What follows belongs to an exercise in optimizing a design on an open flow for small area; a production flow would make more cautious choices. Where RTL was checked, it was by simulation tests only, not by an equivalence proof against the original. Power and IR drop assume default switching activity.

==> 10-16: inputs <==
==> flow/design.v <==
package risc_pkg;
  localparam int NREG = 16;
  localparam logic [3:0] RA_IDX = 4'd15;
  typedef enum logic [4:0] {
    OP_ADD  = 5'd0,
    OP_SUB  = 5'd1,
    OP_MUL  = 5'd2,
    OP_DIV  = 5'd3,
    OP_MOD  = 5'd4,
    OP_CMP  = 5'd5,
    OP_AND  = 5'd6,
    OP_OR   = 5'd7,
    OP_NOT  = 5'd8,
    OP_MOV  = 5'd9,
    OP_LSL  = 5'd10,
    OP_LSR  = 5'd11,
    OP_ASR  = 5'd12,
    OP_NOP  = 5'd13,
    OP_LD   = 5'd14,
    OP_ST   = 5'd15,
    OP_BEQ  = 5'd16,
    OP_BGT  = 5'd17,
    OP_B    = 5'd18,
    OP_CALL = 5'd19,
    OP_RET  = 5'd20
  } opcode_e;
  typedef enum logic [1:0] {
    MOD_SEXT  = 2'b00,
    MOD_ZEXT  = 2'b01,
    MOD_HIGH  = 2'b10,
    MOD_SEXT2 = 2'b11
  } imm_mod_e;
  localparam int OPC_HI = 31;
  localparam int OPC_LO = 27;
  localparam int I_BIT  = 26;
  localparam int RD_HI  = 25;
  localparam int RD_LO  = 22;
  localparam int RS1_HI = 21;
  localparam int RS1_LO = 18;
  localparam int RS2_HI = 17;
  localparam int RS2_LO = 14;
  localparam int IMM_HI = 17;
  localparam int OFF_HI = 26;
  localparam logic [31:0] NOP_WORD = {OP_NOP, 27'd0};
endpackage
import risc_pkg::*;
module register_file
(
  input  logic        clk,
  input  logic        rst_n,
  input  logic        we,
  input  logic [3:0]  wr_idx,
  input  logic [31:0] wr_data,
  input  logic [3:0]  rd_idx_a,
  input  logic [3:0]  rd_idx_b,
  input  logic [3:0]  rd_idx_c,
  output logic [31:0] rd_data_a,
  output logic [31:0] rd_data_b,
  output logic [31:0] rd_data_c
);
  logic [31:0] regs [NREG];
  always_ff @(posedge clk) begin
    if (!rst_n) begin
      for (int i = 0; i < NREG; i++) begin
        regs[i] <= '0;
      end
    end else if (we) begin
      regs[wr_idx] <= wr_data;
    end
  end
  always_comb begin
    rd_data_a = (we && wr_idx == rd_idx_a) ? wr_data : regs[rd_idx_a];
    rd_data_b = (we && wr_idx == rd_idx_b) ? wr_data : regs[rd_idx_b];
    rd_data_c = (we && wr_idx == rd_idx_c) ? wr_data : regs[rd_idx_c];
  end
endmodule
import risc_pkg::*;
module of_stage
(
  input  logic        Clk,
  input  logic        Rst_n,
  input  logic [31:0] If_pc,
  input  logic [31:0] If_instruction,
  input  logic        If_valid,
  input  logic        IsBranchTaken,
  input  logic        Rw_we,
  input  logic [3:0]  Rw_rd,
  input  logic [31:0] Rw_data,
  output logic        Stall,
  output logic        Of_valid,
  output logic [31:0] Of_pc,
  output logic [31:0] Of_instruction,
  output logic [4:0]  Of_opcode,
  output logic [3:0]  Of_rd,
  output logic [31:0] Of_op1,
  output logic [31:0] Of_op2,
  output logic [31:0] Of_store_val,
  output logic [31:0] Of_branch_target
);
  logic [4:0]  opcode;
  logic        ibit;
  logic [3:0]  rd;
  logic [3:0]  rs1;
  logic [3:0]  rs2;
  logic [17:0] imm;
  logic [26:0] offset;
  logic        is_ret;
  logic        legal;
  logic [3:0]  idx_a;
  logic [31:0] val_a;
  logic [31:0] val_b;
  logic [31:0] val_c;
  logic [31:0] op2_val;
  logic [31:0] target;
  logic        src_hit;
  logic        rd_rs1;
  logic        rd_rs2;
  logic [31:0] imm_val;
  logic        hazard;
  assign opcode = If_instruction[OPC_HI:OPC_LO];
  assign ibit   = If_instruction[I_BIT];
  assign rd     = If_instruction[RD_HI:RD_LO];
  assign rs1    = If_instruction[RS1_HI:RS1_LO];
  assign rs2    = If_instruction[RS2_HI:RS2_LO];
  assign imm    = If_instruction[IMM_HI:0];
  assign offset = If_instruction[OFF_HI:0];
  assign is_ret = (opcode == OP_RET);
  assign legal  = (opcode <= OP_RET);
  assign idx_a = is_ret ? RA_IDX : rs1;
  register_file u_register_file (
    .clk       (Clk),
    .rst_n     (Rst_n),
    .we        (Rw_we),
    .wr_idx    (Rw_rd),
    .wr_data   (Rw_data),
    .rd_idx_a  (idx_a),
    .rd_idx_b  (rs2),
    .rd_idx_c  (rd),
    .rd_data_a (val_a),
    .rd_data_b (val_b),
    .rd_data_c (val_c)
  );
  assign rd_rs1 = ((opcode <= OP_ASR) && opcode != OP_NOT && opcode != OP_MOV) ||
                  opcode == OP_LD || opcode == OP_ST;
  assign rd_rs2 = (opcode <= OP_ASR) && !ibit;
  always_comb begin
    case (imm[17:16])
      MOD_ZEXT: imm_val = {16'h0000, imm[15:0]};
      MOD_HIGH: imm_val = {imm[15:0], 16'h0000};
      default:  imm_val = {{16{imm[15]}}, imm[15:0]};
    endcase
  end
  assign op2_val = ibit ? imm_val : val_b;
  assign target = If_pc + {{3{offset[26]}}, offset, 2'b00};
  always_comb begin
    src_hit = 1'b0;
    hazard  = 1'b0;
    if (rd_rs1 && rs1 == Of_rd)                   src_hit = 1'b1;
    if (rd_rs2 && rs2 == Of_rd)                   src_hit = 1'b1;
    if (opcode == OP_ST && rd == Of_rd)           src_hit = 1'b1;
    if (is_ret && RA_IDX == Of_rd)                src_hit = 1'b1;
    hazard = Of_valid && (Of_opcode == OP_LD) && If_valid && src_hit;
  end
  assign Stall = hazard && !IsBranchTaken;
  always_ff @(posedge Clk) begin
    if (!Rst_n) begin
      Of_valid         <= 1'b0;
      Of_pc            <= '0;
      Of_instruction   <= '0;
      Of_opcode        <= OP_NOP;
      Of_rd            <= '0;
      Of_op1           <= '0;
      Of_op2           <= '0;
      Of_store_val     <= '0;
      Of_branch_target <= '0;
    end else if (IsBranchTaken || hazard) begin
      Of_valid       <= 1'b0;
      Of_opcode      <= OP_NOP;
      Of_instruction <= NOP_WORD;
    end else begin
      Of_valid         <= If_valid && legal;
      Of_pc            <= If_pc;
      Of_instruction   <= If_instruction;
      Of_opcode        <= legal ? opcode : OP_NOP;
      Of_rd            <= rd;
      Of_op1           <= val_a;
      Of_op2           <= op2_val;
      Of_store_val     <= val_c;
      Of_branch_target <= target;
    end
  end
endmodule
==> flow/run.sh <==
#!/bin/bash
# synth_recipe.tcl (not shown) runs the flow's synth.tcl, then flattens the netlist and writes it again
# the make line also repeats each setting of config.mk as NAME=value (left out here)
make -C /OpenROAD-flow-scripts/flow DESIGN_CONFIG=/design/flow/config.mk WORK_HOME=/design/flow/orfs CLKGATE_MAP_FILE= SYNTH_SCRIPT=/design/flow/synth_recipe.tcl finish
==> flow/config.mk <==
export PLATFORM = sky130hd
export DESIGN_NAME = of_stage
export DESIGN_NICKNAME = of_stage
export VERILOG_FILES = /design/flow/design.v
export SDC_FILE = /design/flow/constraint.sdc
export NUM_CORES = 4
export LEC_CHECK = 0
export CAP_MARGIN = 20
export CORE_MARGIN = 2
export CORE_UTILIZATION = 40
export SLEW_MARGIN = 20
==> flow/constraint.sdc <==
create_clock -name core_clock -period 5.0 [get_ports {Clk}]
set_input_delay 1.0000 -clock core_clock [delete_from_list [all_inputs] [get_ports {Clk}]]
set_output_delay 1.0000 -clock core_clock [all_outputs]
set_load 0.01 [all_outputs]
==> 06-22: changes against 10-16 <==
==> flow/design.v, changed modules only <==
module register_file
(
  input  logic        clk,
  input  logic        rst_n,
  input  logic        we,
  input  logic [3:0]  wr_idx,
  input  logic [31:0] wr_data,
  input  logic [3:0]  rd_idx_a,
  input  logic [3:0]  rd_idx_b,
  input  logic [3:0]  rd_idx_c,
  output logic [31:0] rd_data_a,
  output logic [31:0] rd_data_b,
  output logic [31:0] rd_data_c
);
  logic [NREG-1:0][31:0] regs;
  logic [31:0] wdata;
  assign wdata = rst_n ? wr_data : '0;
  always_ff @(posedge clk) begin
    for (int i = 0; i < NREG; i++) begin
      if (!rst_n || (we && wr_idx == 4'(i))) regs[i] <= wdata;
    end
  end
  rf_read16 u_rd_a (.r(regs), .s(rd_idx_a), .o(rd_data_a));
  rf_read16 u_rd_b (.r(regs), .s(rd_idx_b), .o(rd_data_b));
  rf_read16 u_rd_c (.r(regs), .s(rd_idx_c), .o(rd_data_c));
endmodule
module rf_read16
(
  input  logic [NREG-1:0][31:0] r,
  input  logic [3:0]            s,
  output logic [31:0]           o
);
  always_comb begin
    o = '0;
    for (int k = 0; k < NREG; k++)
      o = o | (r[k] & {32{s == 4'(k)}});
  end
endmodule
module of_stage
(
  input  logic        Clk,
  input  logic        Rst_n,
  input  logic [31:0] If_pc,
  input  logic [31:0] If_instruction,
  input  logic        If_valid,
  input  logic        IsBranchTaken,
  input  logic        Rw_we,
  input  logic [3:0]  Rw_rd,
  input  logic [31:0] Rw_data,
  output logic        Stall,
  output logic        Of_valid,
  output logic [31:0] Of_pc,
  output logic [31:0] Of_instruction,
  output logic [4:0]  Of_opcode,
  output logic [3:0]  Of_rd,
  output logic [31:0] Of_op1,
  output logic [31:0] Of_op2,
  output logic [31:0] Of_store_val,
  output logic [31:0] Of_branch_target
);
  logic [4:0]  opcode;
  logic        ibit;
  logic [3:0]  rd;
  logic [3:0]  rs1;
  logic [3:0]  rs2;
  logic        legal;
  logic        rd_rs1;
  logic        rd_rs2;
  logic        src_hit;
  logic        hazard;
  assign opcode = If_instruction[OPC_HI:OPC_LO];
  assign ibit   = If_instruction[I_BIT];
  assign rd     = If_instruction[RD_HI:RD_LO];
  assign rs1    = If_instruction[RS1_HI:RS1_LO];
  assign rs2    = If_instruction[RS2_HI:RS2_LO];
  assign legal  = (opcode <= OP_RET);
  assign rd_rs1 = ((opcode <= OP_ASR) && opcode != OP_NOT && opcode != OP_MOV) ||
                  opcode == OP_LD || opcode == OP_ST;
  assign rd_rs2 = (opcode <= OP_ASR) && !ibit;
  always_comb begin
    src_hit = 1'b0;
    if (rd_rs1 && rs1 == Of_rd)             src_hit = 1'b1;
    if (rd_rs2 && rs2 == Of_rd)             src_hit = 1'b1;
    if (opcode == OP_ST && rd == Of_rd)     src_hit = 1'b1;
    if (opcode == OP_RET && RA_IDX == Of_rd) src_hit = 1'b1;
  end
  assign hazard = Of_valid && (Of_opcode == OP_LD) && If_valid && src_hit;
  assign Stall  = hazard && !IsBranchTaken;
  logic        valid_q;
  logic [31:0] pc_q;
  logic [31:0] instr_q;
  always_ff @(posedge Clk) begin
    valid_q <= Rst_n && !IsBranchTaken && !hazard && If_valid && legal;
    pc_q    <= If_pc;
    instr_q <= If_instruction;
  end
  logic [4:0]  q_opcode;
  logic        q_ibit;
  logic [17:0] q_imm;
  logic [3:0]  idx_a;
  logic [31:0] val_a;
  logic [31:0] val_b;
  logic [31:0] val_c;
  logic [31:0] imm_val;
  assign q_opcode = instr_q[OPC_HI:OPC_LO];
  assign q_ibit   = instr_q[I_BIT];
  assign q_imm    = instr_q[IMM_HI:0];
  assign idx_a = (q_opcode == OP_RET) ? RA_IDX : instr_q[RS1_HI:RS1_LO];
  register_file u_register_file (
    .clk       (Clk),
    .rst_n     (Rst_n),
    .we        (Rw_we),
    .wr_idx    (Rw_rd),
    .wr_data   (Rw_data),
    .rd_idx_a  (idx_a),
    .rd_idx_b  (instr_q[RS2_HI:RS2_LO]),
    .rd_idx_c  (instr_q[RD_HI:RD_LO]),
    .rd_data_a (val_a),
    .rd_data_b (val_b),
    .rd_data_c (val_c)
  );
  always_comb begin
    case (q_imm[17:16])
      MOD_ZEXT: imm_val = {16'h0000, q_imm[15:0]};
      MOD_HIGH: imm_val = {q_imm[15:0], 16'h0000};
      default:  imm_val = {{16{q_imm[15]}}, q_imm[15:0]};
    endcase
  end
  assign Of_valid         = valid_q;
  assign Of_pc            = pc_q;
  assign Of_instruction   = instr_q;
  assign Of_opcode        = q_opcode;
  assign Of_rd            = instr_q[RD_HI:RD_LO];
  assign Of_op1           = val_a;
  assign Of_op2           = q_ibit ? imm_val : val_b;
  assign Of_store_val     = val_c;
  assign Of_branch_target = pc_q + {{3{instr_q[OFF_HI]}}, instr_q[OFF_HI:0], 2'b00};
endmodule
==> summary of the runs <==
- Between 06-22 and 10-16, the lower core utilization is in 10-16 (gap 4.2 points).
- Between 10-16 and 06-22, the lower register-to-register slack is in 10-16 (gap 100 ps).
- 10-16 produced a clean layout. 06-22 finished but fails on negative setup slack.
- Of 10-16 and 06-22, 10-16 has the higher synthesized area (gap 41%, measured against 06-22).
- Against 06-22, the worst setup slack of 10-16 is higher by 850 ps.
- Of 06-22 and 10-16, 10-16 has the higher combinational power (gap about 11%, measured against 10-16).
- Against 10-16, the clock-buffer cell count of 06-22 is lower by 21.
- Between 10-16 and 06-22, the lower global-route usage is in 10-16 (gap 16 points).
- In 10-16 the synthesized cell count is higher than in 06-22, by 44%.
==> figures <==
Slowest CP cell: 06-22 sky130_fd_sc_hd__nor2_2; 10-16 sky130_fd_sc_hd__clkdlybuf4s50_1
Pin count of the biggest net entering global routing: 06-22 50; 10-16 184
Count of flip-flops and latches: 06-22 577; 10-16 712
Synth Cell Area: 06-22 29,100 um^2; 10-16 41,100 um^2
Relative contribution of combinational cells to total power: 06-22 18.1%; 10-16 17.8%
Overall global routing resource usage: 06-22 44.9%; 10-16 28.9%
Layout cell share with drive strength beyond 1: 06-22 16.0%; 10-16 17.6%
Met2 layer wire length in the routed design: 06-22 70,400 um; 10-16 70,700 um
Static Leakage: 06-22 0.0129 uW; 10-16 0.0176 uW
Initial core utilization: 06-22 40.6%; 10-16 40.4%
Cell area after placement: 06-22 35,000 um^2; 10-16 46,100 um^2
Met3 track demand over resource in global routing: 06-22 18.1%; 10-16 7.70%
Headroom to the max-slew limit: 06-22 13.1%; 10-16 16.3%
Status: 06-22 complete, but fails checks; 10-16 no timing/DRC/antenna violations
Layout check failures: 06-22 negative setup slack; 10-16 -
Final Power: 06-22 13,700 uW; 10-16 15,700 uW
Power density of the placed cells: 06-22 367 nW/um^2; 10-16 322 nW/um^2
Via count of the first global-routing pass: 06-22 28,087; 10-16 30,801
Switching power summed over all nets: 06-22 4050 uW; 10-16 4320 uW
Only the layout flow was run in 10-16; the RTL was not checked for function there.

## re-timing with driven ports
How much do the figures lean on ideal ports? The routed layouts below were timed once more, with nothing changed but the port constraints.
Step 1, drivers: a clkbuf_16 drives Clk and a buf_2 each remaining input, both assumed.
Step 2 moves the port delays by t, midway between the first and last clock arrival at a register: inputs arrive t later, outputs are due t later. That takes back most of the time a late clock gives input paths.
a / b / c = no drivers / after step 1 / after step 2; a / b = the first two.
run | t, ns | setup WS [ns] | latest minus earliest clock arrival (ns) | worst register clock-pin slew, ns | worst slew at a driven data input, ns
10-16 | 0.714 | 0.633 / 0.606 / 0.260 | 0.025 / 0.025 | 0.07 / 0.07 | 0.14
06-22 | 0.700 | -0.217 / -0.288 / 0.412 | 0.025 / 0.024 | 0.07 / 0.07 | 0.07
The setup slack of 10-16, which loses most, moves by -0.027 ns with the drivers and by -0.373 ns with both steps.
